This is an optimization exercise on Yosys and OpenROAD, whose aim is small area and a short achievable clock period, not a production implementation.
Function was checked by simulation only, so behaviour that the tests miss may differ from the original.
Power and IR drop assume default switching activity.

==> flow/design.v <==
package dma_csr_queue_pkg;
    localparam logic [2:0] R_CTRL     = 3'd0;
    localparam logic [2:0] R_ADDR     = 3'd1;
    localparam logic [2:0] R_LEN      = 3'd2;
    localparam logic [2:0] R_PUSH     = 3'd3;
    localparam logic [2:0] R_STATUS   = 3'd4;
    localparam logic [2:0] R_EVENTS   = 3'd5;
    localparam logic [2:0] R_DONE_CNT = 3'd6;
endpackage
module desc_fifo (
    input  logic        clk,
    input  logic        rstn,
    input  logic        clr,
    input  logic        wr_vld,    
    input  logic [95:0] wr_dat,
    input  logic        rd_rdy,    
    output logic [95:0] rd_dat,
    output logic [2:0]  count,
    output logic        empty,
    output logic        full,
    output logic        do_rd
);
    logic [95:0] mem [4];
    logic [3:0]  rd_oh;
    logic [3:0]  wr_oh;
    logic        do_wr;
    assign empty = (count == 3'd0);
    assign full  = count[2];
    assign do_rd = rd_rdy && !empty && !clr;
    assign do_wr = wr_vld && (!full || do_rd) && !clr;
    always_comb begin
        case (count[1:0])
            2'd0:    wr_oh = rd_oh;
            2'd1:    wr_oh = {rd_oh[2:0], rd_oh[3]};
            2'd2:    wr_oh = {rd_oh[1:0], rd_oh[3:2]};
            default: wr_oh = {rd_oh[0], rd_oh[3:1]};
        endcase
        rd_dat = '0;
        for (int i = 0; i < 4; i++)
            rd_dat = rd_dat | ({96{rd_oh[i]}} & mem[i]);
    end
    always_ff @(posedge clk) begin
        for (int i = 0; i < 4; i++)
            if (do_wr && wr_oh[i]) mem[i] <= wr_dat;
    end
    always_ff @(posedge clk) begin
        if (!rstn || clr) begin
            rd_oh <= 4'b0001;
            count <= '0;
        end else begin
            if (do_rd) rd_oh <= {rd_oh[2:0], rd_oh[3]};
            if (do_wr && !do_rd)      count <= count + 3'd1;
            else if (do_rd && !do_wr) count <= count - 3'd1;
        end
    end
endmodule
module dma_csr_queue (
    input  logic               clk,
    input  logic               rstn,
    input  logic [63:0]        addr,
    input  logic [63:0]        wdata,
    input  logic               we,
    output logic [63:0]        rdata,
    output logic [3:0]         ch_start,
    output logic [3:0][63:0]   ch_addr,
    output logic [3:0][31:0]   ch_len,
    input  logic [3:0]         ch_busy,
    input  logic [3:0]         ch_done,
    input  logic [3:0]         ch_err,
    output logic               irq
);
    logic        hit_ch_n;    
    logic        hit_irq_n;   
    logic        in_ch;
    logic [1:0]  cs;
    logic [2:0]  rs;
    logic [63:0] wd_m;        
    logic [3:0]  irq_src;
    logic [3:0][1:0]  d_ctrl;
    logic [3:0][63:0] d_addr;
    logic [3:0][31:0] d_len;
    logic [3:0][10:0] d_st;
    logic [3:0][2:0]  d_ev;
    logic [3:0][31:0] d_cnt;
    dma_csr_match u_match (.a(addr), .hit_ch_n(hit_ch_n), .hit_irq_n(hit_irq_n));
    assign in_ch = !hit_ch_n;
    assign cs    = addr[7:6];
    assign rs    = addr[5:3];
    assign wd_m  = wdata & {64{rstn}};
    for (genvar g = 0; g < 4; g++) begin : g_ch
        logic        wsel;
        logic        w_ctrl, w_addr, w_len, w_push, w_ev;
        logic        en_q, irq_en_q, flush_q;
        logic [63:0] stg_addr_q;
        logic [31:0] stg_len_q;
        logic [2:0]  ev_q;
        logic [2:0]  ev_set;
        logic [2:0]  ev_clr;
        logic [31:0] done_cnt_q;
        logic [31:0] cnt_flip;    
        logic [63:0] addr_q;
        logic [31:0] len_q;
        logic        issue_q, run_q, idle;
        logic        pop_req, pop, nz;
        logic        run_done, run_err, inc, ovf;
        logic [95:0] head;
        logic [2:0]  fifo_cnt;
        logic        fifo_empty, fifo_full;
        assign wsel   = in_ch && we && (cs == 2'(g));
        assign w_ctrl = wsel && (rs == dma_csr_queue_pkg::R_CTRL);
        assign w_addr = wsel && (rs == dma_csr_queue_pkg::R_ADDR);
        assign w_len  = wsel && (rs == dma_csr_queue_pkg::R_LEN);
        assign w_push = wsel && (rs == dma_csr_queue_pkg::R_PUSH);
        assign w_ev   = wsel && (rs == dma_csr_queue_pkg::R_EVENTS);
        assign idle    = !issue_q && !run_q;
        assign pop_req = idle && en_q;
        desc_fifo u_fifo (
            .clk    (clk),
            .rstn   (rstn),
            .clr    (flush_q),
            .wr_vld (w_push),
            .wr_dat ({stg_addr_q, stg_len_q}),
            .rd_rdy (pop_req),
            .rd_dat (head),
            .count  (fifo_cnt),
            .empty  (fifo_empty),
            .full   (fifo_full),
            .do_rd  (pop)
        );
        assign nz       = |head[31:0];
        assign run_done = run_q && ch_done[g];
        assign run_err  = run_q && !ch_done[g] && ch_err[g];
        assign inc      = run_done || (pop && !nz);
        assign ovf      = w_push && fifo_full && !pop && !flush_q;
        assign ev_set   = {run_err, ovf, inc};
        assign ev_clr   = w_ev ? wdata[2:0] : 3'b000;
        always_comb begin
            cnt_flip[0] = 1'b1;
            for (int i = 1; i < 32; i++) cnt_flip[i] = cnt_flip[i-1] & done_cnt_q[i-1];
        end
        always_ff @(posedge clk) begin
            if (w_ctrl || !rstn) begin
                en_q     <= wd_m[0];
                irq_en_q <= wd_m[1];
            end
            if (w_addr || !rstn) stg_addr_q <= wd_m;
            if (w_len || !rstn)  stg_len_q  <= wd_m[31:0];
            if (idle) begin
                addr_q <= head[95:32];
                len_q  <= head[31:0];
            end
            flush_q    <= rstn && w_ctrl && wdata[2];
            issue_q    <= rstn && ((pop && nz) || (issue_q && !ch_busy[g]));
            run_q      <= rstn && ((issue_q && ch_busy[g]) || (run_q && !ch_done[g] && !ch_err[g]));
            ev_q       <= {3{rstn}} & ((ev_q & ~ev_clr) | ev_set);
            done_cnt_q <= {32{rstn}} & (done_cnt_q ^ (cnt_flip & {32{inc}}));
        end
        assign ch_start[g] = issue_q;
        assign ch_addr[g]  = addr_q;
        assign ch_len[g]   = len_q;
        assign irq_src[g]  = irq_en_q && (|ev_q);
        assign d_ctrl[g] = {irq_en_q, en_q};
        assign d_addr[g] = stg_addr_q;
        assign d_len[g]  = stg_len_q;
        assign d_st[g]   = {fifo_cnt, 5'b0, fifo_full, fifo_empty, !idle};
        assign d_ev[g]   = ev_q;
        assign d_cnt[g]  = done_cnt_q;
    end
    always_ff @(posedge clk) begin
        irq <= rstn && (|irq_src);
    end
    for (genvar k = 0; k < 2; k++) begin : g_dec
        logic [3:0] s_ctrl, s_addr, s_len, s_st, s_ev, s_cnt;
        dma_csr_dec u_dec (
            .a(addr[7:3]), .s_ctrl(s_ctrl), .s_addr(s_addr), .s_len(s_len),
            .s_st(s_st), .s_ev(s_ev), .s_cnt(s_cnt)
        );
    end
    for (genvar b = 0; b < 64; b++) begin : g_rd
        localparam int K = b / 32;
        logic [1:0] t_addr;
        rd_ao22n u_ta0 (.a(g_dec[K].s_addr[0]), .b(d_addr[0][b]), .c(g_dec[K].s_addr[1]), .d(d_addr[1][b]), .y(t_addr[0]));
        rd_ao22n u_ta1 (.a(g_dec[K].s_addr[2]), .b(d_addr[2][b]), .c(g_dec[K].s_addr[3]), .d(d_addr[3][b]), .y(t_addr[1]));
        if (b >= 32) begin : g_hi
            rd_fin1 u_fin (.t0(t_addr[0]), .t1(t_addr[1]), .hn(hit_ch_n), .y(rdata[b]));
        end else begin : g_lo
            logic [1:0] t_len, t_cnt;
            rd_ao22n u_tl0 (.a(g_dec[K].s_len[0]), .b(d_len[0][b]), .c(g_dec[K].s_len[1]), .d(d_len[1][b]), .y(t_len[0]));
            rd_ao22n u_tl1 (.a(g_dec[K].s_len[2]), .b(d_len[2][b]), .c(g_dec[K].s_len[3]), .d(d_len[3][b]), .y(t_len[1]));
            rd_ao22n u_tc0 (.a(g_dec[K].s_cnt[0]), .b(d_cnt[0][b]), .c(g_dec[K].s_cnt[1]), .d(d_cnt[1][b]), .y(t_cnt[0]));
            rd_ao22n u_tc1 (.a(g_dec[K].s_cnt[2]), .b(d_cnt[2][b]), .c(g_dec[K].s_cnt[3]), .d(d_cnt[3][b]), .y(t_cnt[1]));
            if (b >= 11 || (b >= 4 && b <= 7)) begin : g_m
                logic p0, p1;
                rd_nand3 u_p0 (.a(t_addr[0]), .b(t_addr[1]), .c(t_len[0]), .y(p0));
                rd_nand3 u_p1 (.a(t_len[1]), .b(t_cnt[0]), .c(t_cnt[1]), .y(p1));
                rd_fin2 u_fin (.p0(p0), .p1(p1), .hn(hit_ch_n), .y(rdata[b]));
            end else if (b == 3) begin : g_m
                logic p0, p1;
                rd_nand3 u_p0 (.a(t_addr[0]), .b(t_addr[1]), .c(t_len[0]), .y(p0));
                rd_nand3 u_p1 (.a(t_len[1]), .b(t_cnt[0]), .c(t_cnt[1]), .y(p1));
                rd_fin2i u_fin (.p0(p0), .p1(p1), .hn(hit_ch_n), .irq(irq_src[b]), .hin(hit_irq_n), .y(rdata[b]));
            end else if (b >= 8) begin : g_m
                logic [1:0] t_st;
                logic p0, p1;
                rd_ao22n u_ts0 (.a(g_dec[K].s_st[0]), .b(d_st[0][b]), .c(g_dec[K].s_st[1]), .d(d_st[1][b]), .y(t_st[0]));
                rd_ao22n u_ts1 (.a(g_dec[K].s_st[2]), .b(d_st[2][b]), .c(g_dec[K].s_st[3]), .d(d_st[3][b]), .y(t_st[1]));
                rd_nand4 u_p0 (.a(t_addr[0]), .b(t_addr[1]), .c(t_len[0]), .d(t_len[1]), .y(p0));
                rd_nand4 u_p1 (.a(t_cnt[0]), .b(t_cnt[1]), .c(t_st[0]), .d(t_st[1]), .y(p1));
                rd_fin2 u_fin (.p0(p0), .p1(p1), .hn(hit_ch_n), .y(rdata[b]));
            end else if (b == 2) begin : g_m
                logic [1:0] t_st, t_ev;
                logic p0, p1, p2;
                rd_ao22n u_ts0 (.a(g_dec[K].s_st[0]), .b(d_st[0][b]), .c(g_dec[K].s_st[1]), .d(d_st[1][b]), .y(t_st[0]));
                rd_ao22n u_ts1 (.a(g_dec[K].s_st[2]), .b(d_st[2][b]), .c(g_dec[K].s_st[3]), .d(d_st[3][b]), .y(t_st[1]));
                rd_ao22n u_te0 (.a(g_dec[K].s_ev[0]), .b(d_ev[0][b]), .c(g_dec[K].s_ev[1]), .d(d_ev[1][b]), .y(t_ev[0]));
                rd_ao22n u_te1 (.a(g_dec[K].s_ev[2]), .b(d_ev[2][b]), .c(g_dec[K].s_ev[3]), .d(d_ev[3][b]), .y(t_ev[1]));
                rd_nand4 u_p0 (.a(t_addr[0]), .b(t_addr[1]), .c(t_len[0]), .d(t_len[1]), .y(p0));
                rd_nand3 u_p1 (.a(t_cnt[0]), .b(t_cnt[1]), .c(t_st[0]), .y(p1));
                rd_nand3 u_p2 (.a(t_st[1]), .b(t_ev[0]), .c(t_ev[1]), .y(p2));
                rd_fin3i u_fin (.p0(p0), .p1(p1), .p2(p2), .hn(hit_ch_n), .irq(irq_src[b]), .hin(hit_irq_n), .y(rdata[b]));
            end else begin : g_m
                logic [1:0] t_st, t_ev, t_ct;
                logic p0, p1, p2;
                rd_ao22n u_ts0 (.a(g_dec[K].s_st[0]), .b(d_st[0][b]), .c(g_dec[K].s_st[1]), .d(d_st[1][b]), .y(t_st[0]));
                rd_ao22n u_ts1 (.a(g_dec[K].s_st[2]), .b(d_st[2][b]), .c(g_dec[K].s_st[3]), .d(d_st[3][b]), .y(t_st[1]));
                rd_ao22n u_te0 (.a(g_dec[K].s_ev[0]), .b(d_ev[0][b]), .c(g_dec[K].s_ev[1]), .d(d_ev[1][b]), .y(t_ev[0]));
                rd_ao22n u_te1 (.a(g_dec[K].s_ev[2]), .b(d_ev[2][b]), .c(g_dec[K].s_ev[3]), .d(d_ev[3][b]), .y(t_ev[1]));
                rd_ao22n u_tr0 (.a(g_dec[K].s_ctrl[0]), .b(d_ctrl[0][b]), .c(g_dec[K].s_ctrl[1]), .d(d_ctrl[1][b]), .y(t_ct[0]));
                rd_ao22n u_tr1 (.a(g_dec[K].s_ctrl[2]), .b(d_ctrl[2][b]), .c(g_dec[K].s_ctrl[3]), .d(d_ctrl[3][b]), .y(t_ct[1]));
                rd_nand4 u_p0 (.a(t_addr[0]), .b(t_addr[1]), .c(t_len[0]), .d(t_len[1]), .y(p0));
                rd_nand4 u_p1 (.a(t_cnt[0]), .b(t_cnt[1]), .c(t_st[0]), .d(t_st[1]), .y(p1));
                rd_nand4 u_p2 (.a(t_ev[0]), .b(t_ev[1]), .c(t_ct[0]), .d(t_ct[1]), .y(p2));
                rd_fin3i u_fin (.p0(p0), .p1(p1), .p2(p2), .hn(hit_ch_n), .irq(irq_src[b]), .hin(hit_irq_n), .y(rdata[b]));
            end
        end
    end
endmodule
module dma_csr_match (
    input  logic [63:0] a,
    output logic        hit_ch_n,
    output logic        hit_irq_n
);
    logic [50:0] zb;         
    logic [16:0] z1;         
    logic [5:0]  z2_n;       
    logic [1:0]  z3;         
    logic        oc, of;     
    assign zb = {a[63:31], a[29:12]};
    for (genvar i = 0; i < 17; i++) begin : g_l1
        rd_nor3 u (.a(zb[3*i]), .b(zb[3*i+1]), .c(zb[3*i+2]), .y(z1[i]));
    end
    for (genvar i = 0; i < 5; i++) begin : g_l2
        rd_nand3 u (.a(z1[3*i]), .b(z1[3*i+1]), .c(z1[3*i+2]), .y(z2_n[i]));
    end
    rd_nand3 u_l2x (.a(z1[15]), .b(z1[16]), .c(a[30]), .y(z2_n[5]));
    rd_nor3 u_l3a (.a(z2_n[0]), .b(z2_n[1]), .c(z2_n[2]), .y(z3[0]));
    rd_nor3 u_l3b (.a(z2_n[3]), .b(z2_n[4]), .c(z2_n[5]), .y(z3[1]));
    dma_csr_offch u_oc (.a(a[11:0]), .y(oc));
    dma_csr_offirq u_of (.a(a[11:0]), .y(of));
    rd_nand3 u_hc (.a(z3[0]), .b(z3[1]), .c(oc), .y(hit_ch_n));
    rd_nand3 u_hi (.a(z3[0]), .b(z3[1]), .c(of), .y(hit_irq_n));
endmodule
module dma_csr_offch (
    input  logic [11:0] a,
    output logic        y
);
    logic o1, o2, o3, oc_n;
    rd_nor3  u_o1 (.a(a[0]), .b(a[1]), .c(a[2]), .y(o1));
    rd_nor2  u_o2 (.a(a[11]), .b(a[10]), .y(o2));
    rd_nor2  u_o3 (.a(a[9]), .b(a[8]), .y(o3));
    rd_nand3 u_oc (.a(o1), .b(o2), .c(o3), .y(oc_n));
    rd_inv   u_y  (.a(oc_n), .y(y));
endmodule
module dma_csr_offirq (
    input  logic [11:0] a,
    output logic        y
);
    logic f1, f2, f3, g1_n, g2_n, fa_n;
    rd_nor3  u_f1 (.a(a[0]), .b(a[1]), .c(a[2]), .y(f1));
    rd_nor3  u_f2 (.a(a[3]), .b(a[4]), .c(a[5]), .y(f2));
    rd_nor2  u_f3 (.a(a[6]), .b(a[7]), .y(f3));
    rd_nand2 u_g1 (.a(a[11]), .b(a[10]), .y(g1_n));
    rd_nand2 u_g2 (.a(a[9]), .b(a[8]), .y(g2_n));
    rd_nand3 u_fa (.a(f1), .b(f2), .c(f3), .y(fa_n));
    rd_nor3  u_y  (.a(fa_n), .b(g1_n), .c(g2_n), .y(y));
endmodule
module dma_csr_dec (
    input  logic [7:3] a,
    output logic [3:0] s_ctrl,
    output logic [3:0] s_addr,
    output logic [3:0] s_len,
    output logic [3:0] s_st,
    output logic [3:0] s_ev,
    output logic [3:0] s_cnt
);
    logic [3:0] c_n;    
    logic [7:0] r_n;    
    for (genvar c = 0; c < 4; c++) begin : g_c
        rd_nand2 u (.a(a[7] == c[1]), .b(a[6] == c[0]), .y(c_n[c]));
    end
    for (genvar r = 0; r < 8; r++) begin : g_r
        rd_nand3 u (.a(a[5] == r[2]), .b(a[4] == r[1]), .c(a[3] == r[0]), .y(r_n[r]));
    end
    for (genvar c = 0; c < 4; c++) begin : g_s
        rd_nor2 u_ctrl (.a(c_n[c]), .b(r_n[0]), .y(s_ctrl[c]));
        rd_nor2 u_addr (.a(c_n[c]), .b(r_n[1]), .y(s_addr[c]));
        rd_nor2 u_len  (.a(c_n[c]), .b(r_n[2]), .y(s_len[c]));
        rd_nor2 u_st   (.a(c_n[c]), .b(r_n[4]), .y(s_st[c]));
        rd_nor2 u_ev   (.a(c_n[c]), .b(r_n[5]), .y(s_ev[c]));
        rd_nor2 u_cnt  (.a(c_n[c]), .b(r_n[6]), .y(s_cnt[c]));
    end
endmodule
module rd_inv (input logic a, output logic y);
    assign y = !a;
endmodule
module rd_nor2 (input logic a, b, output logic y);
    assign y = !(a || b);
endmodule
module rd_nand2 (input logic a, b, output logic y);
    assign y = !(a && b);
endmodule
module rd_nor3 (input logic a, b, c, output logic y);
    assign y = !(a || b || c);
endmodule
module rd_nand3 (input logic a, b, c, output logic y);
    assign y = !(a && b && c);
endmodule
module rd_nand4 (input logic a, b, c, d, output logic y);
    assign y = !(a && b && c && d);
endmodule
module rd_ao22n (input logic a, b, c, d, output logic y);
    assign y = !((a && b) || (c && d));
endmodule
module rd_fin1 (input logic t0, t1, hn, output logic y);
    assign y = !((t0 && t1) || hn);
endmodule
module rd_fin2 (input logic p0, p1, hn, output logic y);
    assign y = (p0 || p1) && !hn;
endmodule
module rd_fin2i (input logic p0, p1, hn, irq, hin, output logic y);
    assign y = ((p0 || p1) && !hn) || (irq && !hin);
endmodule
module rd_fin3i (input logic p0, p1, p2, hn, irq, hin, output logic y);
    assign y = ((p0 || p1 || p2) && !hn) || (irq && !hin);
endmodule
==> flow/flow/run.sh <==
#!/bin/bash
# Standard ORFS layout (the standard.sh) with three changes:
#  - port buffers use buf_1 (the resizer may upsize them) instead of the default delay-cell buffer;
#  - addr, we and rdata pins are kept together on the left edge (flow/pins.tcl), next to
#    the combinational read path that joins them;
#  - clock tree: clkbuf_4/clkbuf_8 with sinks clustered by 12, and no dummy balancing loads.
set -euo pipefail
bash standard.sh BUFFER_PORTS_ARGS="-buffer_cell sky130_fd_sc_hd__buf_1" \
  PRE_IO_PLACEMENT_TCL="$PWD/flow/pins.tcl" \
  CTS_ARGS="-sink_clustering_enable -repair_clock_nets -sink_clustering_size 12 -sink_clustering_max_diameter 60 -buf_list {sky130_fd_sc_hd__clkbuf_4 sky130_fd_sc_hd__clkbuf_8} -dont_use_dummy_load" \
  finish > standard_flow.log 2>&1
==> flow/flow/pins.tcl <==
# Keep the bus address, write enable and read data pins together on one edge,
# next to the combinational read path that joins them.
set_io_pin_constraint -pin_names {addr[*] we rdata[*]} -region left:*
==> flow/standard.sh <==
#!/bin/bash
# synth_recipe.tcl (not shown) runs the flow's synth.tcl, then flattens the netlist and writes it again
# the make line also repeats each setting of config.mk as NAME=value (left out here)
make -C /OpenROAD-flow-scripts/flow DESIGN_CONFIG=/design/flow/config.mk WORK_HOME=/design/flow/orfs CLKGATE_MAP_FILE= SYNTH_SCRIPT=/design/flow/synth_recipe.tcl "${@:-finish}"
==> flow/config.mk <==
export PLATFORM = sky130hd
export DESIGN_NAME = dma_csr_queue
export DESIGN_NICKNAME = dma_csr_queue
export VERILOG_FILES = /design/flow/design.v
export SDC_FILE = /design/flow/constraint.sdc
export NUM_CORES = 4
export LEC_CHECK = 0
export CAP_MARGIN = 20
export CORE_MARGIN = 2
export CORE_UTILIZATION = 65
export SETUP_SLACK_MARGIN = 3.5
export SLEW_MARGIN = 20
export SYNTH_HIERARCHICAL = 1
==> flow/constraint.sdc <==
create_clock -name core_clock -period 8.0 [get_ports {clk}]
set_input_delay 1.6000 -clock core_clock [delete_from_list [all_inputs] [get_ports {clk}]]
set_output_delay 1.6000 -clock core_clock [all_outputs]
set_load 0.01 [all_outputs]
==> metrics.md, run 1 <==
| Metric | Value |
|---|---|
| Global-route wire length before repair | 384700 um |
| Count of final hold-check violations | 0 |
| Insertion delay to the later sink of the worst-skew pair | 1.00 ns |
| Crit Path Category | primary input to primary output |
| GR Overflow Total | 0 |
| Max_slew headroom | 19.81% |
| Status | finished with violations |
| Min-delay src | g_ch[1].done_cnt_q[31] |
| Leak pwr | 33.38 nW |
| Initial DRT Pass Iterations | 8 |
| DP Area | 97050 um2 |
| Final period util | 61.66% |
| Setup crit start kind | primary input |
| Area grow syn2layout | 12.56% |
| Min-delay worst type | register to register |
| Port Buffer Count | 595 |
| Clock root cell | clkbuf_8 |
| Mapped Cells | 5282 |
| Crit path max-delay cell type | o21ba_4 |
| Residual DRC | 0 |
| CTS tree | done |
| WL/cell | 34.88 um |
| Number of global-route vias before repair | 51430 |
| Die width | 380.4 um |
| Dpl hpwl | 179400 um |
| Clock sinks | 2493 |
| Power Dens Cells | 271.0 nW/um2 |
| Routability congestion estimate | 0.9390 |
| Post-route setup TNS | 0 ns |
| Via-to-Cell Ratio | 6.921 |
| # fillers | 8715 |
| Endpoint class of the critical path | primary output |
| Mapped Area | 92100 um2 |
| Delay-heaviest family, CP | buffers and inverters |
| Largest net degree at the start of global routing | 118 |
| CP dominant cell by count | buf_12 |
| Blocking Checks | antenna rules |
| Slew Viols, Final | 0 |
| Final Net Count | 6290 |
| Core area | 141100 um2 |
| Max Clock Skew | 0.09389 ns |
| Syn Nets | 5437 |
| Worst Path Arrival | 3.33 ns |
| Max_cap viols | 0 |
| I/O pin cnt | 596 |
| CP Max Fanout | 8 |
| R2r endpoint | g_ch[2].done_cnt_q[23] |
| Max stage delay on crit path | 0.33 ns |
| CTS Hold Bufs | 0 |
| Worst Hold Depth | 2 |
| CP required | 6.40 ns |
| Post-DRT Antenna Nets | 1 |
| Starting Density | 65.29% |
| Worst R2R Path Depth | 10 |
| Fmax achieved | 0.2027 GHz |
| Die height | 380.4 um |
| Buf/Inv on CP | 6 |
| Peak VDD IR | 0.3627 mV |
| Crit-path cells | buf_12, inv_8, nand3_4, nor2_4, buf_12, buf_12, buf_16, a22oi_2, nand4_1, o21ba_4, clkbuf_2 |
| Initial antenna violation count | 17 |
| RSZ-0062 raised after global routing | yes |
| Row cnt | 138 |
| Setup violators final | 0 |
| Tmin final | 4.933 ns |
| Clk pin slew, worst setup/hold paths | 0.08 ns |
| Final WL | 280300 um |
| R2R Path Start | g_ch[2].u_fifo.rd_oh[0] |
| Initial DRC count | 9125 |
| Synth warn | 9 |
| Vias | 55614 |
| CTS Buf Count | 228 |
| H-tree depth | 4 |
| Full die area | 144700 um2 |
| GRT Resource Usage Total | 38.09% |
| R2r setup slk | 3.58 ns |
| Syn_area_per_cell | 17.44 um2 |
| CTS max path bufs | 3 |
| Layout cell share with drive strength beyond 1 | 17.50% |
| Hold Path Sink | g_ch[1].done_cnt_q[31] |
| Final non-filler cell area | 103700 um2 |
| Worst Tran Pin Value | 1.192 ns |
==> power by group <==
group / total (mW) / switching [mW] / leakage [nW] / internal [mW]
Combinational: 4.26 / 3.05 / 8.65 / 1.21
Clock: 6.42 / 3.90 / 1.64 / 2.52
Sequential: 17.4 / 1.46 / 23.1 / 16.0
==> how the worst max path moves through the flow <==
| stage | startpoint | endpoint | depth (start not counted) |
|---|---|---|---|
| 2_1_floorplan | addr[59] | g_ch[0].u_fifo.mem[1][0] | 9 |
| 3_3_place_gp | addr[3] | rdata[26] | 8 |
| 3_5_place_dp | addr[3] | rdata[26] | 8 |
| 4_1_cts | addr[25] | rdata[26] | 9 |
| 5_1_grt | addr[3] | rdata[2] | 11 |
| 6_report | addr[3] | rdata[9] | 11 |
==> routing by layer <==
| metal | global-route usage (%) | share of wire [%] |
|---|---|---|
| met3 | 12.67 | 15 |
| met5 | 0 | 0.020 |
| met1 | 55.74 | 38 |
| met2 | 54.62 | 44 |
| met4 | 12.57 | 3.8 |
==> sequential cells by signal, summed over array words and instances (netlist names), 12 cells and up <==
register,count
g_ch.stg_len_q,128
g_ch.u_fifo.mem,1536
g_ch.addr_q,256
g_ch.u_fifo.count,12
g_ch.stg_addr_q,256
g_ch.done_cnt_q,128
g_ch.len_q,128
g_ch.ev_q,12
g_ch.u_fifo.rd_oh,16
==> worst min-delay path, stage by stage, from the launching register on <==
cell,delay [ns]
dfxtp_1,0.33
o21ai_0,0.07
a21oi_1,0.06
==> cell type report <==
cell class / instances / area [um2] / share of cell area [%]
sequential: 2493 / 73110 / 70.52
multi-input combinational: 2506 / 19070 / 18.39
inverter: 55 / 266.5 / 0.2571
antenna: 12 / 30.03 / 0.02896
tap: 1890 / 2365 / 2.281
clock buffer: 228 / 3138 / 3.027
timing repair buffer: 851 / 5698 / 5.496
==> placed cells by master, fill, tap and decap left out, types with 13 or more instances in the layout <==
master    count
a22oi_1     768
dfxtp_4      16
and3_1       30
buf_12       62
nand3_1      85
a22oi_2     278
and2_1       75
buf_1       531
nand2_1     462
nor2_1      156
nand2b_1     29
a21oi_1      27
buf_4       153
o21ba_4      23
xor2_1       71
dfxtp_1     165
nand4_1      63
mux2i_1      25
nor4_1       35
xnor2_1      37
o21ai_0      24
nor2_4       26
edfxtp_1   2312
nand3_4      22
clkbuf_2     13
a21oi_4      25
nor3_2       24
buf_6        51
nand3_2      15
nor2b_4      17
inv_1        40
clkbuf_8    228
==> through the flow <==
step / setup slack (ns) / cells / hold WS (ns) / total power [mW] / utilization [%]
floorplan: 2.296 / 5282 / 0.4598 / 19.22 / -
global placement: 1.921 / 7629 / 0.4821 / 21.72 / 68.80
detailed placement: 1.847 / 7629 / 0.4910 / 21.79 / 68.80
CTS: 3.222 / 7971 / 0.5021 / 28.02 / 72.53
global route: 3.064 / 8025 / 0.5247 / 28.85 / 73.48
finish: 3.068 / 8035 / 0.5014 / 28.09 / 73.49
==> timing repair <==
item,in CTS,in global routing
pin swaps,61,112
gates resized for setup,245,192
gates cloned,12,9
endpoints found under the setup margin,826,265
setup buffers,102,42
==> inputs of run 2 (changes only) <==
--- a/flow/design.v
+++ b/flow/design.v
@@ -70,6 +70,6 @@
     output logic               irq
 );
-    logic        hit_ch_n;    
-    logic        hit_irq_n;   
+    logic [3:0]  hit_ch_n;    
+    logic        hit_irq;     
     logic        in_ch;
     logic [1:0]  cs;
@@ -83,6 +83,6 @@
     logic [3:0][2:0]  d_ev;
     logic [3:0][31:0] d_cnt;
-    dma_csr_match u_match (.a(addr), .hit_ch_n(hit_ch_n), .hit_irq_n(hit_irq_n));
-    assign in_ch = !hit_ch_n;
+    dma_csr_match u_match (.a(addr), .hit_ch_n(hit_ch_n), .hit_irq(hit_irq));
+    assign in_ch = !hit_ch_n[0];
     assign cs    = addr[7:6];
     assign rs    = addr[5:3];
@@ -183,5 +183,5 @@
         rd_ao22n u_ta1 (.a(g_dec[K].s_addr[2]), .b(d_addr[2][b]), .c(g_dec[K].s_addr[3]), .d(d_addr[3][b]), .y(t_addr[1]));
         if (b >= 32) begin : g_hi
-            rd_fin1 u_fin (.t0(t_addr[0]), .t1(t_addr[1]), .hn(hit_ch_n), .y(rdata[b]));
+            rd_fin1 u_fin (.t0(t_addr[0]), .t1(t_addr[1]), .hn(hit_ch_n[b/16]), .y(rdata[b]));
         end else begin : g_lo
             logic [1:0] t_len, t_cnt;
@@ -190,22 +190,19 @@
             rd_ao22n u_tc0 (.a(g_dec[K].s_cnt[0]), .b(d_cnt[0][b]), .c(g_dec[K].s_cnt[1]), .d(d_cnt[1][b]), .y(t_cnt[0]));
             rd_ao22n u_tc1 (.a(g_dec[K].s_cnt[2]), .b(d_cnt[2][b]), .c(g_dec[K].s_cnt[3]), .d(d_cnt[3][b]), .y(t_cnt[1]));
-            if (b >= 11 || (b >= 4 && b <= 7)) begin : g_m
+            logic any_n;
+            if (b >= 11 || (b >= 3 && b <= 7)) begin : g_m
                 logic p0, p1;
                 rd_nand3 u_p0 (.a(t_addr[0]), .b(t_addr[1]), .c(t_len[0]), .y(p0));
                 rd_nand3 u_p1 (.a(t_len[1]), .b(t_cnt[0]), .c(t_cnt[1]), .y(p1));
-                rd_fin2 u_fin (.p0(p0), .p1(p1), .hn(hit_ch_n), .y(rdata[b]));
-            end else if (b == 3) begin : g_m
-                logic p0, p1;
-                rd_nand3 u_p0 (.a(t_addr[0]), .b(t_addr[1]), .c(t_len[0]), .y(p0));
-                rd_nand3 u_p1 (.a(t_len[1]), .b(t_cnt[0]), .c(t_cnt[1]), .y(p1));
-                rd_fin2i u_fin (.p0(p0), .p1(p1), .hn(hit_ch_n), .irq(irq_src[b]), .hin(hit_irq_n), .y(rdata[b]));
+                rd_nor2 u_any (.a(p0), .b(p1), .y(any_n));
             end else if (b >= 8) begin : g_m
                 logic [1:0] t_st;
-                logic p0, p1;
+                logic p0, p1, p2;
                 rd_ao22n u_ts0 (.a(g_dec[K].s_st[0]), .b(d_st[0][b]), .c(g_dec[K].s_st[1]), .d(d_st[1][b]), .y(t_st[0]));
                 rd_ao22n u_ts1 (.a(g_dec[K].s_st[2]), .b(d_st[2][b]), .c(g_dec[K].s_st[3]), .d(d_st[3][b]), .y(t_st[1]));
-                rd_nand4 u_p0 (.a(t_addr[0]), .b(t_addr[1]), .c(t_len[0]), .d(t_len[1]), .y(p0));
-                rd_nand4 u_p1 (.a(t_cnt[0]), .b(t_cnt[1]), .c(t_st[0]), .d(t_st[1]), .y(p1));
-                rd_fin2 u_fin (.p0(p0), .p1(p1), .hn(hit_ch_n), .y(rdata[b]));
+                rd_nand3 u_p0 (.a(t_addr[0]), .b(t_addr[1]), .c(t_len[0]), .y(p0));
+                rd_nand3 u_p1 (.a(t_len[1]), .b(t_cnt[0]), .c(t_cnt[1]), .y(p1));
+                rd_nand2 u_p2 (.a(t_st[0]), .b(t_st[1]), .y(p2));
+                rd_nor3 u_any (.a(p0), .b(p1), .c(p2), .y(any_n));
             end else if (b == 2) begin : g_m
                 logic [1:0] t_st, t_ev;
@@ -218,5 +215,5 @@
                 rd_nand3 u_p1 (.a(t_cnt[0]), .b(t_cnt[1]), .c(t_st[0]), .y(p1));
                 rd_nand3 u_p2 (.a(t_st[1]), .b(t_ev[0]), .c(t_ev[1]), .y(p2));
-                rd_fin3i u_fin (.p0(p0), .p1(p1), .p2(p2), .hn(hit_ch_n), .irq(irq_src[b]), .hin(hit_irq_n), .y(rdata[b]));
+                rd_nor3 u_any (.a(p0), .b(p1), .c(p2), .y(any_n));
             end else begin : g_m
                 logic [1:0] t_st, t_ev, t_ct;
@@ -231,5 +228,12 @@
                 rd_nand4 u_p1 (.a(t_cnt[0]), .b(t_cnt[1]), .c(t_st[0]), .d(t_st[1]), .y(p1));
                 rd_nand4 u_p2 (.a(t_ev[0]), .b(t_ev[1]), .c(t_ct[0]), .d(t_ct[1]), .y(p2));
-                rd_fin3i u_fin (.p0(p0), .p1(p1), .p2(p2), .hn(hit_ch_n), .irq(irq_src[b]), .hin(hit_irq_n), .y(rdata[b]));
+                rd_nor3 u_any (.a(p0), .b(p1), .c(p2), .y(any_n));
+            end
+            if (b <= 3) begin : g_f
+                logic v_n;
+                rd_nand2 u_v (.a(irq_src[b]), .b(hit_irq), .y(v_n));
+                rd_o21ai u_fin (.a1(any_n), .a2(hit_ch_n[b/16]), .b1(v_n), .y(rdata[b]));
+            end else begin : g_f
+                rd_nor2 u_fin (.a(any_n), .b(hit_ch_n[b/16]), .y(rdata[b]));
             end
         end
@@ -238,6 +242,6 @@
 module dma_csr_match (
     input  logic [63:0] a,
-    output logic        hit_ch_n,
-    output logic        hit_irq_n
+    output logic [3:0]  hit_ch_n,
+    output logic        hit_irq
 );
     logic [50:0] zb;         
@@ -258,6 +262,10 @@
     dma_csr_offch u_oc (.a(a[11:0]), .y(oc));
     dma_csr_offirq u_of (.a(a[11:0]), .y(of));
-    rd_nand3 u_hc (.a(z3[0]), .b(z3[1]), .c(oc), .y(hit_ch_n));
+    for (genvar l = 0; l < 4; l++) begin : g_hc
+        rd_nand3 u (.a(z3[0]), .b(z3[1]), .c(oc), .y(hit_ch_n[l]));
+    end
+    logic        hit_irq_n;
     rd_nand3 u_hi (.a(z3[0]), .b(z3[1]), .c(of), .y(hit_irq_n));
+    rd_inv   u_hiy (.a(hit_irq_n), .y(hit_irq));
 endmodule
 module dma_csr_offch (
@@ -332,14 +340,8 @@
     assign y = !((a && b) || (c && d));
 endmodule
+module rd_o21ai (input logic a1, a2, b1, output logic y);
+    assign y = !((a1 || a2) && b1);
+endmodule
 module rd_fin1 (input logic t0, t1, hn, output logic y);
     assign y = !((t0 && t1) || hn);
 endmodule
-module rd_fin2 (input logic p0, p1, hn, output logic y);
-    assign y = (p0 || p1) && !hn;
-endmodule
-module rd_fin2i (input logic p0, p1, hn, irq, hin, output logic y);
-    assign y = ((p0 || p1) && !hn) || (irq && !hin);
-endmodule
-module rd_fin3i (input logic p0, p1, p2, hn, irq, hin, output logic y);
-    assign y = ((p0 || p1 || p2) && !hn) || (irq && !hin);
-endmodule
==> metrics.md, run 2 <==
| Metric | Value |
|---|---|
| Status | complete, no violations (was finished with violations) |
| Hold_ws | 0.4804 ns (was 0.5014 ns) |
| Power Dens Cells | 270.4 nW/um2 (was 271.0 nW/um2) |
| Insertion delay to the later sink of the worst-skew pair | 0.99 ns (was 1.00 ns) |
| Final setup margin | 3.086 ns (was 3.068 ns) |
| Max Clock Skew | 0.08425 ns (was 0.09389 ns) |
| Regs by FF count | g_ch.u_fifo.mem (1536), g_ch.addr_q (256), g_ch.stg_addr_q (256) (unchanged) |
| Clk pin slew, worst setup/hold paths | 0.08 ns (about the same) |
| Core area | 141100 um2 (unchanged) |
| Setup WS pre-CTS | 1.832 ns (was 1.847 ns) |
| Clock sinks | 2493 (unchanged) |
| Clock root cell | clkbuf_8 (unchanged) |
| Starting Density | 65.27% (was 65.29%) |
| Initial antenna violation count | 20 (was 17) |
| Peak VDD IR | 0.2297 mV (was 0.3627 mV) |
| Via-to-Cell Ratio | 6.853 (was 6.921) |
| Setup crit start kind | primary input (unchanged) |
| Crit path max-delay cell type | nor3_2 (was o21ba_4) |
| Max stage delay on crit path | 0.26 ns (was 0.33 ns) |
| Commonest non-fill, non-tap cell in the layout | edfxtp_1 (unchanged) |
| Post-route setup TNS | 0 ns (unchanged) |
| Non-filler instance count after layout | 8109 (was 8035) |
| Endpoint class of the critical path | primary output (unchanged) |
| Most frequent cells in the layout | 2312 x edfxtp_1, 768 x a22oi_1, 530 x buf_1 (was 2312 x edfxtp_1, 768 x a22oi_1, 531 x buf_1) |
| Port Buffer Count | 595 (unchanged) |
| Worst Tran Pin Value | 1.198 ns (was 1.192 ns) |
| Global-route wire length before repair | 384700 um (about the same) |
| Largest register by flop count | g_ch.u_fifo.mem (unchanged) |
| Tmin final | 4.914 ns (was 4.933 ns) |
| Largest register FFs | 1536 (unchanged) |
| Leak pwr | 33.70 nW (was 33.38 nW) |
| CP Max Fanout | 8 (unchanged) |
| Worst Path Arrival | 3.31 ns (was 3.33 ns) |
| CTS Buf Count | 226 (was 228) |
| Slew Viols, Final | 0 (unchanged) |
| Synth warn | 9 (unchanged) |
| Initial DRT Pass Iterations | 6 (was 8) |
| Mapped Cells | 5317 (was 5282) |
| Area grow syn2layout | 12.80% (was 12.56%) |
| CP dominant cell by count | buf_12 (unchanged) |
| Final Net Count | 6372 (was 6290) |
| Number of global-route vias before repair | 51788 (was 51430) |
| Final non-filler cell area | 103900 um2 (was 103700 um2) |
| Largest net degree at the start of global routing | 97 (was 118) |
| Die height | 380.4 um (about the same) |
| Max_slew headroom | 19.81% (about the same) |
| CTS tree | done (unchanged) |
| Buf/Inv on CP | 6 (unchanged) |
| Dpl hpwl | 179100 um (was 179400 um) |
| Min-delay worst type | register to register (unchanged) |
| Final WL | 276400 um (was 280300 um) |
| CTS Hold Bufs | 0 (unchanged) |
| Setup violators final | 0 (unchanged) |
| Die width | 380.4 um (about the same) |
| Post-DRT Antenna Nets | 0 (was 1) |
| # fillers | 8650 (was 8715) |
| Vias | 55575 (was 55614) |
| Delay-heaviest family, CP | buffers and inverters (unchanged) |
| Layout cell share with drive strength beyond 1 | 18.58% (was 17.50%) |
| WL/cell | 34.09 um (was 34.88 um) |
| H-tree depth | 4 (unchanged) |
| Syn_area_per_cell | 17.32 um2 (was 17.44 um2) |
| Row cnt | 138 (unchanged) |
| Fmax achieved | 0.2035 GHz (was 0.2027 GHz) |
| Mapped Area | 92070 um2 (was 92100 um2) |
| Syn Nets | 5472 (was 5437) |
| Initial DRC count | 8042 (was 9125) |
| GR Overflow Total | 0 (unchanged) |
| DP Area | 97250 um2 (was 97050 um2) |
| Final period util | 61.43% (was 61.66%) |
| Crit Path Category | primary input to primary output (unchanged) |
| RSZ-0062 raised after global routing | yes (unchanged) |
| Routability congestion estimate | 0.9489 (was 0.9390) |
| Count of final hold-check violations | 0 (unchanged) |
| I/O pin cnt | 596 (unchanged) |
| GRT Resource Usage Total | 37.90% (was 38.09%) |
| Max_cap viols | 0 (unchanged) |
| CP required | 6.40 ns (about the same) |
| Residual DRC | 0 (unchanged) |
| CTS max path bufs | 3 (unchanged) |
| Placed insts | 7698 (was 7629) |
| Full die area | 144700 um2 (about the same) |
| Crit-path cells | buf_12, inv_8, nand3_4, buf_12, nor2_4, buf_12, buf_12, a22oi_2, nand4_1, nor3_2, o21ai_2, buf_2 (was buf_12, inv_8, nand3_4, nor2_4, buf_12, buf_12, buf_16, a22oi_2, nand4_1, o21ba_4, clkbuf_2) |
run 2: final timing paths:
| check | depth (start not counted) | slack (ns) | from | to |
|---|---|---|---|---|
| min | 2 | 0.48 | g_ch[1].u_fifo.mem[1][87] | g_ch[1].addr_q[55] |
| max | 12 | 3.09 | addr[4] | rdata[1] |
| min reg2reg | 2 | 0.48 | g_ch[1].u_fifo.mem[1][87] | g_ch[1].addr_q[55] |
| max reg2reg | 10 | 3.61 | g_ch[1].u_fifo.rd_oh[0] | g_ch[1].done_cnt_q[17] |
run 2: stage by stage:
stage | total power, mW | utilization (%)
floorplan | 19.22 | -
global placement | 21.74 | 68.93
detailed placement | 21.77 | 68.94
CTS | 28.05 | 73.07
global route | 28.89 | 73.62
finish | 28.09 | 73.62
run 2: final cells by class:
type	count	area [um2]	area share [%]
Antenna cell	4	10.01	0.009638
Clock buffer	226	3110	2.995
Inverter	52	246.5	0.2373
Multi-Input combinational cell	2548	19230	18.51
Sequential cell	2493	73110	70.39
Tap cell	1890	2365	2.277
Timing Repair Buffer	896	5789	5.574
run 2: worst reg2reg max path: cells and delay by family (launching register included):
family / cells / cell delay [ns]
AND/OR/NAND/NOR: 5 / 2.10
AO/OA/AOI/OAI: 3 / 0.94
buffers and inverters: 2 / 0.80
flip-flops: 1 / 0.51
run 2: layer usage:
metal	part of all wire [%]	up-vias	GRT usage (%)
li1	-	22742	-
met1	38	28011	56.63
met2	44	4299	54.32
met3	15	521	11.54
met4	3.6	2	11.70
met5	0.0025	-	0
run 2: power by group:
part	total (mW)	switching (mW)	internal [mW]	leakage, nW
clock	6.40	3.90	2.50	1.62
sequential	17.3	1.34	16.0	23.1
combinational	4.38	3.16	1.22	8.98
run 2: timing repair:
action | 4_1_cts | 5_1_grt
endpoints found under the setup margin | 737 | 693
pin swaps | 152 | 97
buffers inserted | 112 | 49
gates resized for setup | 357 | 62
cloned | 15 | 4
hold endpoints to repair | 0 | 0
==> inputs of run 3 (changes only) <==
==> flow/flow/run.sh (replaced) <==
#!/bin/bash
# Standard ORFS layout (the standard.sh) with two changes:
#  - port buffers use buf_1 (the resizer may upsize them) instead of the default delay-cell buffer;
#  - clock tree: clkbuf_4/clkbuf_8 with sinks clustered by 12, and no dummy balancing loads.
set -euo pipefail
bash standard.sh BUFFER_PORTS_ARGS="-buffer_cell sky130_fd_sc_hd__buf_1" \
  CTS_ARGS="-sink_clustering_enable -repair_clock_nets -sink_clustering_size 12 -sink_clustering_max_diameter 60 -buf_list {sky130_fd_sc_hd__clkbuf_4 sky130_fd_sc_hd__clkbuf_8} -dont_use_dummy_load" \
  finish > standard_flow.log 2>&1
removed: flow/flow/pins.tcl
==> metrics.md, run 3 <==
| Metric | Value |
|---|---|
| CP dominant cell by count | buf_12 (unchanged) |
| Die width | 380.4 um (unchanged) |
| Max stage delay on crit path | 0.23 ns (was 0.26 ns) |
| Port Buffer Count | 595 (unchanged) |
| Crit Path Category | primary input to primary output (unchanged) |
| Via-to-Cell Ratio | 6.800 (was 6.853) |
| Buf/Inv on CP | 7 (was 6) |
| Area of the multi-input gates | 18930 um2 (was 19230 um2) |
| Worst Tran Pin Value | 1.171 ns (was 1.198 ns) |
| Endpoint class of the critical path | primary output (unchanged) |
| Min-delay worst type | register to register (unchanged) |
| Post-route setup TNS | 0 ns (unchanged) |
| Leak pwr | 33.46 nW (was 33.70 nW) |
| Layout cell share with drive strength beyond 1 | 17.71% (was 18.58%) |
| Syn_area_per_cell | 17.32 um2 (unchanged) |
| GRT Resource Usage Total | 36.70% (was 37.90%) |
| Dpl hpwl | 167400 um (was 179100 um) |
| Max_slew headroom | 21.25% (was 19.81%) |
| Starting Density | 65.27% (unchanged) |
| Core area | 141100 um2 (unchanged) |
| CP required | 6.40 ns (about the same) |
| CTS Hold Bufs | 0 (unchanged) |
| Insertion delay to the later sink of the worst-skew pair | 0.98 ns (was 0.99 ns) |
| Crit path max-delay cell type | nand3_2 (was nor3_2) |
| Hold_ws | 0.4882 ns (was 0.4804 ns) |
| Die height | 380.4 um (unchanged) |
| CTS max path bufs | 3 (unchanged) |
| Delay-heaviest family, CP | buffers and inverters (unchanged) |
| Initial DRT Pass Iterations | 6 (unchanged) |
| Regs by FF count | g_ch.u_fifo.mem (1536), g_ch.addr_q (256), g_ch.stg_addr_q (256) (unchanged) |
| GR Overflow Total | 0 (unchanged) |
| Number of global-route vias before repair | 51048 (was 51788) |
| Status | complete, no violations (unchanged) |
| I/O pin cnt | 596 (unchanged) |
| Largest register by flop count | g_ch.u_fifo.mem (unchanged) |
| Worst R2R Path Depth | 12 (was 10) |
| Initial DRC count | 8386 (was 8042) |
| Clock sinks | 2493 (unchanged) |
| Peak VDD IR | 0.2409 mV (was 0.2297 mV) |
| Total power | 28.03 mW (was 28.09 mW) |
| Clock root cell | clkbuf_8 (unchanged) |
| Crit-path cells | buf_1, buf_6, inv_4, nand3_4, nor2_4, buf_12, buf_12, buf_12, a22oi_2, nand3_2, nor2_4, nor2_1, buf_1 (was buf_12, inv_8, nand3_4, buf_12, nor2_4, buf_12, buf_12, a22oi_2, nand4_1, nor3_2, o21ai_2, buf_2) |
| CTS Buf Count | 227 (was 226) |
| Final setup margin | 3.050 ns (was 3.086 ns) |
| Levels on crit path | 13 (was 12) |
| Full die area | 144700 um2 (unchanged) |
| RSZ-0062 raised after global routing | yes (unchanged) |
| Initial antenna violation count | 15 (was 20) |
| Residual DRC | 0 (unchanged) |
| Mapped Area | 92070 um2 (unchanged) |
| Count of final hold-check violations | 0 (unchanged) |
| Vias | 54729 (was 55575) |
| Setup WS pre-CTS | 2.078 ns (was 1.832 ns) |
| Final period util | 61.88% (was 61.43%) |
| Routability congestion estimate | 0.9399 (was 0.9489) |
| Placed insts | 7668 (was 7698) |
| Non-filler instance count after layout | 8048 (was 8109) |
| Final Net Count | 6311 (was 6372) |
| Post-DRT Antenna Nets | 0 (unchanged) |
| Tmin final | 4.950 ns (was 4.914 ns) |
| CTS tree | done (unchanged) |
| Power Dens Cells | 271.1 nW/um2 (was 270.4 nW/um2) |
| Row cnt | 138 (unchanged) |
| Most frequent cells in the layout | 2312 x edfxtp_1, 768 x a22oi_1, 528 x buf_1 (was 2312 x edfxtp_1, 768 x a22oi_1, 530 x buf_1) |
| Max_cap viols | 0 (unchanged) |
| H-tree depth | 4 (unchanged) |
| Largest net degree at the start of global routing | 97 (unchanged) |
| Mapped Cells | 5317 (unchanged) |
| Area grow syn2layout | 12.30% (was 12.80%) |
| Slew Viols, Final | 0 (unchanged) |
| Final non-filler cell area | 103400 um2 (was 103900 um2) |
| # fillers | 8702 (was 8650) |
| Fmax achieved | 0.2020 GHz (was 0.2035 GHz) |
| Max Clock Skew | 0.07799 ns (was 0.08425 ns) |
| Worst Hold Depth | 2 (unchanged) |
| Post-layout util | 73.30% (was 73.62%) |
| Setup crit start kind | primary input (unchanged) |
| Largest register FFs | 1536 (unchanged) |
| Worst Path Arrival | 3.35 ns (was 3.31 ns) |
| Synth warn | 9 (unchanged) |
| Global-route wire length before repair | 373900 um (was 384700 um) |
| DP Area | 97030 um2 (was 97250 um2) |
| Syn Nets | 5472 (unchanged) |
| WL/cell | 33.37 um (was 34.09 um) |
| Setup violators final | 0 (unchanged) |
| FF+latch area | 73110 um2 (unchanged) |
| Commonest non-fill, non-tap cell in the layout | edfxtp_1 (unchanged) |
| CP Max Fanout | 8 (unchanged) |
| Final WL | 268600 um (was 276400 um) |
| Clk pin slew, worst setup/hold paths | 0.08 ns (about the same) |
-- run 3: tightest hold or removal path, cell delays in order, from the launching register on --
cell and delay, ns:
edfxtp_1 0.33, a22oi_1 0.06, nand2_1 0.07
-- run 3: path summary, 6_finish.rpt --
kind / from / to / slack (ns)
min reg2reg: g_ch[3].u_fifo.mem[3][87] / g_ch[3].addr_q[55] / 0.49
max: addr[5] / rdata[31] / 3.05
min: g_ch[3].u_fifo.mem[3][87] / g_ch[3].addr_q[55] / 0.49
max reg2reg: g_ch[1].u_fifo.rd_oh[2] / g_ch[1].done_cnt_q[17] / 3.61
-- run 3: power breakdown --
group	switching, mW	internal [mW]
Combinational	3.27	1.22
Sequential	1.22	16.0
Clock	3.85	2.51
-- run 3: metal layers --
layer | up-vias | part of all wire, % | GRT usage, %
met1 | 27839 | 39 | 55.54
met4 | 2 | 3.7 | 12.10
met3 | 466 | 13 | 8.678
li1 | 22614 | - | -
met2 | 3808 | 45 | 53.45
met5 | - | 0.0060 | 0
-- run 3: cell type report --
type | count | area share, %
clock buffer | 227 | 3.022
tap | 1890 | 2.287
antenna | 4 | 0.009681
inverter | 52 | 0.2287
multi-input combinational | 2546 | 18.31
timing repair buffer | 836 | 5.436
sequential | 2493 | 70.71
-- run 3: what timing repair did --
item	in CTS	in global routing
cloned	27	6
setup buffers	87	29
resized for setup	264	76
endpoints found under the setup margin	178	164
pin swaps	114	126
==> inputs of run 4 (changes only) <==
--- a/flow/config.mk
+++ b/flow/config.mk
@@ -9,4 +9,5 @@
 export CORE_MARGIN = 2
 export CORE_UTILIZATION = 65
+export PLACE_DENSITY = 0.8
 export SETUP_SLACK_MARGIN = 3.5
 export SLEW_MARGIN = 20
==> metrics.md, run 4 <==
| Metric | Value |
|---|---|
| Count of final hold-check violations | 0 (unchanged) |
| Number of global-route vias before repair | 52801 (was 51048) |
| Final period util | 60.73% (was 61.88%) |
| Initial DRT Pass Iterations | 8 (was 6) |
| Die width | 380.4 um (unchanged) |
| GR Overflow Total | 0 (unchanged) |
| R2R Path Start | g_ch[3].u_fifo.rd_oh[1] (was g_ch[1].u_fifo.rd_oh[2]) |
| R2r endpoint | g_ch[3].done_cnt_q[27] (was g_ch[1].done_cnt_q[17]) |
| CP Max Fanout | 10 (was 8) |
| Setup violators final | 0 (unchanged) |
| Initial DRC count | 9180 (was 8386) |
| Peak VDD IR | 0.2399 mV (was 0.2409 mV) |
| Min-delay worst type | register to register (unchanged) |
| Clock sinks | 2493 (unchanged) |
| Largest net degree at the start of global routing | 97 (unchanged) |
| CTS Buf Count | 230 (was 227) |
| # fillers | 8203 (was 8702) |
| Vias | 55716 (was 54729) |
| Hold Path Sink | g_ch[1].addr_q[61] (was g_ch[3].addr_q[55]) |
| Core area | 141100 um2 (unchanged) |
| Regs by FF count | g_ch.u_fifo.mem (1536), g_ch.addr_q (256), g_ch.stg_addr_q (256) (unchanged) |
| Worst Hold Depth | 2 (unchanged) |
| Full die area | 144700 um2 (unchanged) |
| DP Area | 97120 um2 (was 97030 um2) |
| Insertion delay to the later sink of the worst-skew pair | 0.98 ns (about the same) |
| Largest register by flop count | g_ch.u_fifo.mem (unchanged) |
| Tmin final | 4.858 ns (was 4.950 ns) |
| Commonest non-fill, non-tap cell in the layout | edfxtp_1 (unchanged) |
| Final Net Count | 6308 (was 6311) |
| R2r setup slk | 3.61 ns (about the same) |
| Crit Path Category | primary input to primary output (unchanged) |
| Syn Nets | 5472 (unchanged) |
| Most frequent cells in the layout | 2312 x edfxtp_1, 768 x a22oi_1, 528 x buf_1 (unchanged) |
| Leak pwr | 33.12 nW (was 33.46 nW) |
| Layout cell share with drive strength beyond 1 | 17.44% (was 17.71%) |
| Routability congestion estimate | 0.9507 (was 0.9399) |
| Setup crit start kind | primary input (unchanged) |
| Endpoint class of the critical path | primary output (unchanged) |
| Post-route setup TNS | 0 ns (unchanged) |
| WL/cell | 33.00 um (was 33.37 um) |
| Residual DRC | 0 (unchanged) |
| Post-DRT Antenna Nets | 0 (unchanged) |
| Global-route wire length before repair | 372200 um (was 373900 um) |
| Clock root cell | clkbuf_8 (unchanged) |
| I/O pin cnt | 596 (unchanged) |
| Row cnt | 138 (unchanged) |
| Dpl hpwl | 169300 um (was 167400 um) |
| Die height | 380.4 um (unchanged) |
| Max_cap viols | 0 (unchanged) |
| Final WL | 265800 um (was 268600 um) |
| Worst R2R Path Depth | 10 (was 12) |
| Slew Viols, Final | 0 (unchanged) |
| Final non-filler cell area | 103100 um2 (was 103400 um2) |
| CTS tree | done (unchanged) |
| Power Dens Cells | 272.4 nW/um2 (was 271.1 nW/um2) |
| Fmax achieved | 0.2058 GHz (was 0.2020 GHz) |
| H-tree depth | 4 (unchanged) |
| Mapped Area | 92070 um2 (unchanged) |
| Min-delay src | g_ch[1].u_fifo.mem[3][93] (was g_ch[3].u_fifo.mem[3][87]) |
| RSZ-0062 raised after global routing | yes (unchanged) |
| Max Clock Skew | 0.08665 ns (was 0.07799 ns) |
| Area grow syn2layout | 12.02% (was 12.30%) |
| Worst Path Arrival | 3.26 ns (was 3.35 ns) |
| Clk pin slew, worst setup/hold paths | 0.08 ns (about the same) |
| Port Buffer Count | 595 (unchanged) |
| Via-to-Cell Ratio | 6.918 (was 6.800) |
| Initial antenna violation count | 14 (was 15) |
| Syn_area_per_cell | 17.32 um2 (unchanged) |
| Synth warn | 9 (unchanged) |
| Starting Density | 65.27% (unchanged) |
| Status | complete, no violations (unchanged) |
| GRT Resource Usage Total | 36.28% (was 36.70%) |
| Mapped Cells | 5317 (unchanged) |
| Worst Tran Pin Value | 1.185 ns (was 1.171 ns) |
| CTS max path bufs | 3 (unchanged) |
| Max_slew headroom | 20.73% (was 21.25%) |
| Largest register FFs | 1536 (unchanged) |
| CP required | 6.40 ns (about the same) |
==> run 4: stage by stage <==
step                      setup slack (ns)  util [%]  hold slack (ns)  cells  total power, mW
after global routing                 3.097     73.09           0.5169   8043            28.81
after floorplan                      2.677         -           0.4598   5317            19.22
final                                3.142     73.11           0.4942   8054            28.10
after detailed placement             1.884     68.84           0.4906   7670            21.75
after global placement               1.862     68.72           0.4802   7663            21.63
after CTS                            3.175     72.62           0.4915   8013            27.98
==> run 4: report_power, final <==
| group | internal [mW] | switching, mW | total (mW) |
|---|---|---|---|
| sequential | 16.0 | 1.42 | 17.4 |
| combinational | 1.21 | 3.12 | 4.32 |
| clock | 2.54 | 3.85 | 6.39 |
| total | 19.7 | 8.39 | 28.1 |
==> run 4: worst max-delay path, stage by stage <==
cell,delay [ns]
buf_12,0.11
inv_8,0.04
nand3_4,0.14
nor2_4,0.05
buf_12,0.14
buf_8,0.15
a22oi_2,0.29
nand4_1,0.24
nor3_2,0.19
o21ai_2,0.11
buf_2,0.16
==> run 4: how the worst max path moves through the flow <==
stage	startpoint	slack (ns)	endpoint
3_5_place_dp	addr[19]	1.88	g_ch[0].u_fifo.mem[1][90]
5_1_grt	addr[7]	3.10	rdata[0]
4_1_cts	addr[18]	3.18	rdata[63]
2_1_floorplan	addr[59]	2.68	g_ch[0].u_fifo.mem[1][0]
3_3_place_gp	addr[3]	1.86	rdata[24]
6_report	addr[5]	3.14	rdata[2]
==> run 4: cell type report <==
cell class	instances	area [um2]	area share, %
clock buffer	230	3166	3.069
multi-input combinational	2549	19010	18.43
timing repair buffer	827	5210	5.051
antenna	13	32.53	0.03154
inverter	52	249.0	0.2414
sequential	2493	73110	70.89
tap	1890	2365	2.293
==> run 4: what timing repair did <==
item                                    in CTS  in global routing
gates cloned                                16                  4
setup buffers                               97                 24
pin swaps                                   71                 44
endpoints found under the setup margin     690                284
resized for setup                          254                 95
hold buffers                                 0                  0
==> run 4: per-layer routing <==
metal  global-route usage, %  vias to the layer above  share of wire [%]
met5                       0                        -              0.040
met4                   17.17                        4                5.3
met3                   11.15                      643                 15
met2                   53.17                     4769                 45
met1                   50.36                    27667                 35
li1                        -                    22633                  -
==> inputs of run 5 (changes only) <==
--- a/flow/config.mk
+++ b/flow/config.mk
@@ -8,6 +8,6 @@
 export CAP_MARGIN = 20
 export CORE_MARGIN = 2
-export CORE_UTILIZATION = 65
-export PLACE_DENSITY = 0.8
+export CORE_UTILIZATION = 75
+export PLACE_DENSITY = 0.85
 export SETUP_SLACK_MARGIN = 3.5
 export SLEW_MARGIN = 20
==> metrics.md, run 5 <==
| Metric | Value |
|---|---|
| Leak pwr | 33.25 nW (was 33.12 nW) |
| Global-route wire length before repair | 384800 um (was 372200 um) |
| WL/cell | 36.65 um (was 33.00 um) |
| H-tree depth | 4 (unchanged) |
| Die width | 354.4 um (was 380.4 um) |
| Final Net Count | 6298 (was 6308) |
| Clock root cell | clkbuf_8 (unchanged) |
| I/O pin cnt | 596 (unchanged) |
| Most frequent cells in the layout | 2312 x edfxtp_1, 768 x a22oi_1, 526 x buf_1 (was 2312 x edfxtp_1, 768 x a22oi_1, 528 x buf_1) |
| Dpl hpwl | 170300 um (was 169300 um) |
| CTS max path bufs | 3 (unchanged) |
| Number of global-route vias before repair | 54840 (was 52801) |
| RSZ-0062 raised after global routing | yes (unchanged) |
| Insertion delay to the later sink of the worst-skew pair | 1.02 ns (was 0.98 ns) |
| Endpoint class of the critical path | primary output (unchanged) |
| Hold_ws | 0.4978 ns (was 0.4942 ns) |
| Starting Density | 75.54% (was 65.27%) |
| Full die area | 125600 um2 (was 144700 um2) |
| Tmin final | 5.026 ns (was 4.858 ns) |
| Crit Path Category | primary input to primary output (unchanged) |
| Largest net degree at the start of global routing | 82 (was 97) |
| Die height | 354.4 um (was 380.4 um) |
| Most Crowded Layer GR | met2 (unchanged) |
| Core area | 121900 um2 (was 141100 um2) |
| CTS Buf Count | 226 (was 230) |
| CTS tree | done (unchanged) |
| Mapped Area | 92070 um2 (unchanged) |
| Count of final hold-check violations | 0 (unchanged) |
| Mapped Cells | 5317 (unchanged) |
| Met3 usage | 15.64% (was 11.15%) |
| Initial DRT Pass Iterations | 9 (was 8) |
| Status | complete, no violations (unchanged) |
| Port Buffer Count | 595 (unchanged) |
| Max_cap viols | 0 (unchanged) |
| Final period util | 62.82% (was 60.73%) |
| Clk pin slew, worst setup/hold paths | 0.09 ns (was 0.08 ns) |
| Met1 Resource Use GR | 58.59% (was 50.36%) |
| Area of the multi-input gates | 18920 um2 (was 19010 um2) |
| Largest register by flop count | g_ch.u_fifo.mem (unchanged) |
| Min-delay worst type | register to register (unchanged) |
| Area grow syn2layout | 11.67% (was 12.02%) |
| CP Max Fanout | 7 (was 10) |
| Syn_area_per_cell | 17.32 um2 (unchanged) |
| CP required | 6.40 ns (about the same) |
| Setup violators final | 0 (unchanged) |
| Row cnt | 128 (was 138) |
| Largest register FFs | 1536 (unchanged) |
| Final WL | 284900 um (was 265800 um) |
| Residual DRC | 0 (unchanged) |
| Worst Path Arrival | 3.43 ns (was 3.26 ns) |
| Synth warn | 9 (unchanged) |
| Syn Nets | 5472 (unchanged) |
| Clock sinks | 2493 (unchanged) |
| Max Clock Skew | 0.1413 ns (was 0.08665 ns) |
| Initial antenna violation count | 16 (was 14) |
| CTS Hold Bufs | 0 (unchanged) |
| Initial DRC count | 10639 (was 9180) |
| Fmax achieved | 0.1990 GHz (was 0.2058 GHz) |
| Post-DRT Antenna Nets | 0 (unchanged) |
| # fillers | 5144 (was 8203) |
| Max_slew headroom | 16.19% (was 20.73%) |
| Peak VDD IR | 0.2454 mV (was 0.2399 mV) |
| Layout cell share with drive strength beyond 1 | 17.54% (was 17.44%) |
| Vias | 58245 (was 55716) |
| Slew Viols, Final | 0 (unchanged) |
| Met2 usage | 63.20% (was 53.17%) |
| GR Overflow Total | 0 (unchanged) |
| FF+latch area | 73110 um2 (unchanged) |
| GRT Resource Usage Total | 43.52% (was 36.28%) |
| Power Dens Cells | 276.4 nW/um2 (was 272.4 nW/um2) |
| Via-to-Cell Ratio | 7.494 (was 6.918) |
| Setup crit start kind | primary input (unchanged) |
| Commonest non-fill, non-tap cell in the layout | edfxtp_1 (unchanged) |
| Post-route setup TNS | 0 ns (unchanged) |
| Worst Tran Pin Value | 1.246 ns (was 1.185 ns) |
| Routability congestion estimate | 0.9970 (was 0.9507) |
| Regs by FF count | g_ch.u_fifo.mem (1536), g_ch.addr_q (256), g_ch.stg_addr_q (256) (unchanged) |
[run 5: changes by cell type in the layout (fill, tap and decap cells not counted), sizes merged]
| cell | before | now |
|---|---|---|
| diode | 13 | 6 |
| buf | 820 | 816 |
| nor2b | 30 | 26 |
| clkbuf | 237 | 236 |
| clkinvlp | 1 | 2 |
| inv | 51 | 50 |
| nor2 | 235 | 234 |
[run 5: metrics by stage]
| step | utilization [%] | instance area, um2 | setup WS [ns] | power, mW | instances |
|---|---|---|---|---|---|
| after floorplan | - | 92310 | 2.677 | 19.22 | 5317 |
| after CTS | 83.92 | 102300 | 3.196 | 27.84 | 7736 |
| after global placement | 79.24 | 96570 | 1.835 | 21.55 | 7394 |
| after detailed placement | 79.30 | 96650 | 1.918 | 21.72 | 7398 |
| after global routing | 84.35 | 102800 | 2.995 | 28.89 | 7768 |
| final | 84.36 | 102800 | 2.974 | 28.41 | 7772 |
[run 5: power by group]
part / switching, mW / total (mW) / internal [mW] / leakage [nW]
combinational: 3.25 / 4.46 / 1.21 / 8.53
sequential: 1.52 / 17.5 / 16.0 / 23.1
clock: 3.97 / 6.47 / 2.50 / 1.62
[run 5: routing by layer]
layer,up-vias,wire length [um]
li1,22585,-
met5,-,62
met2,6469,124700
met1,27780,86330
met4,10,21530
met3,1401,52220
[run 5: what timing repair did]
| item | 4_1_cts | 5_1_grt |
|---|---|---|
| pin swaps | 139 | 98 |
| resized for setup | 324 | 52 |
| hold endpoints to repair | 0 | 0 |
| gates cloned | 12 | 7 |
| buffers inserted | 100 | 22 |
| setup endpoints to repair | 667 | 777 |
[run 5: layout make-up]
class                      count  share of cell area, %
timing repair buffer         826                  5.229
inverter                      52                 0.2458
sequential                  2493                  71.11
antenna                        6                0.01460
multi-input combinational   2544                  18.40
clock buffer                 226                  3.025
tap                         1625                  1.978
[run 5: final timing paths]
path | startpoint | endpoint | slack [ns] | cells past startpoint
max | addr[3] | rdata[13] | 2.97 | 12
min | g_ch[3].u_fifo.mem[2][35] | g_ch[3].addr_q[3] | 0.50 | 2
max reg2reg | g_ch[1].u_fifo.rd_oh[0] | g_ch[1].done_cnt_q[31] | 3.23 | 10
min reg2reg | g_ch[3].u_fifo.mem[2][35] | g_ch[3].addr_q[3] | 0.50 | 2
[run 5: worst max-delay path, stage by stage]
cell        delay [ns]
buf_12            0.12
clkinvlp_4        0.12
nand3_4           0.14
nor2_4            0.25
buf_12            0.22
buf_12            0.14
buf_16            0.12
a22oi_2           0.11
nand3_2           0.17
nor2_1            0.06
nor2_1            0.17
buf_2             0.17

separate check: timing with driven ports:
The results above use ideal ports. As a check the final layouts listed here were re-extracted and re-timed, cells and wires unchanged. Step 1, drivers: a clkbuf_16 drives clk and a buf_2 each remaining input, both assumed. Step 2 moves the port delays by t, midway between the first and last clock arrival at a register: inputs arrive t later, outputs are due t later. That takes back most of the time a late clock gives input paths. a / b / c = ideal / step 1 / step 2; a / b = the first two.
run | shift t [ns] | slack for setup (ns) | worst setup path after step 2
run 1 | 1.046 | 3.068 / 2.993 / 2.637 | input to register
run 2 | 1.033 | 3.086 / 3.023 / 2.534 | input to register
run 3 | 1.027 | 3.050 / 2.997 / 2.688 | input to register
run 4 | 1.032 | 3.142 / 3.012 / 2.482 | input to register
run 5 | 1.032 | 2.974 / 2.926 / 2.621 | input to register
For run 4, which loses most, drivers alone change the setup slack by -0.130 ns; drivers and shift together by -0.660 ns.
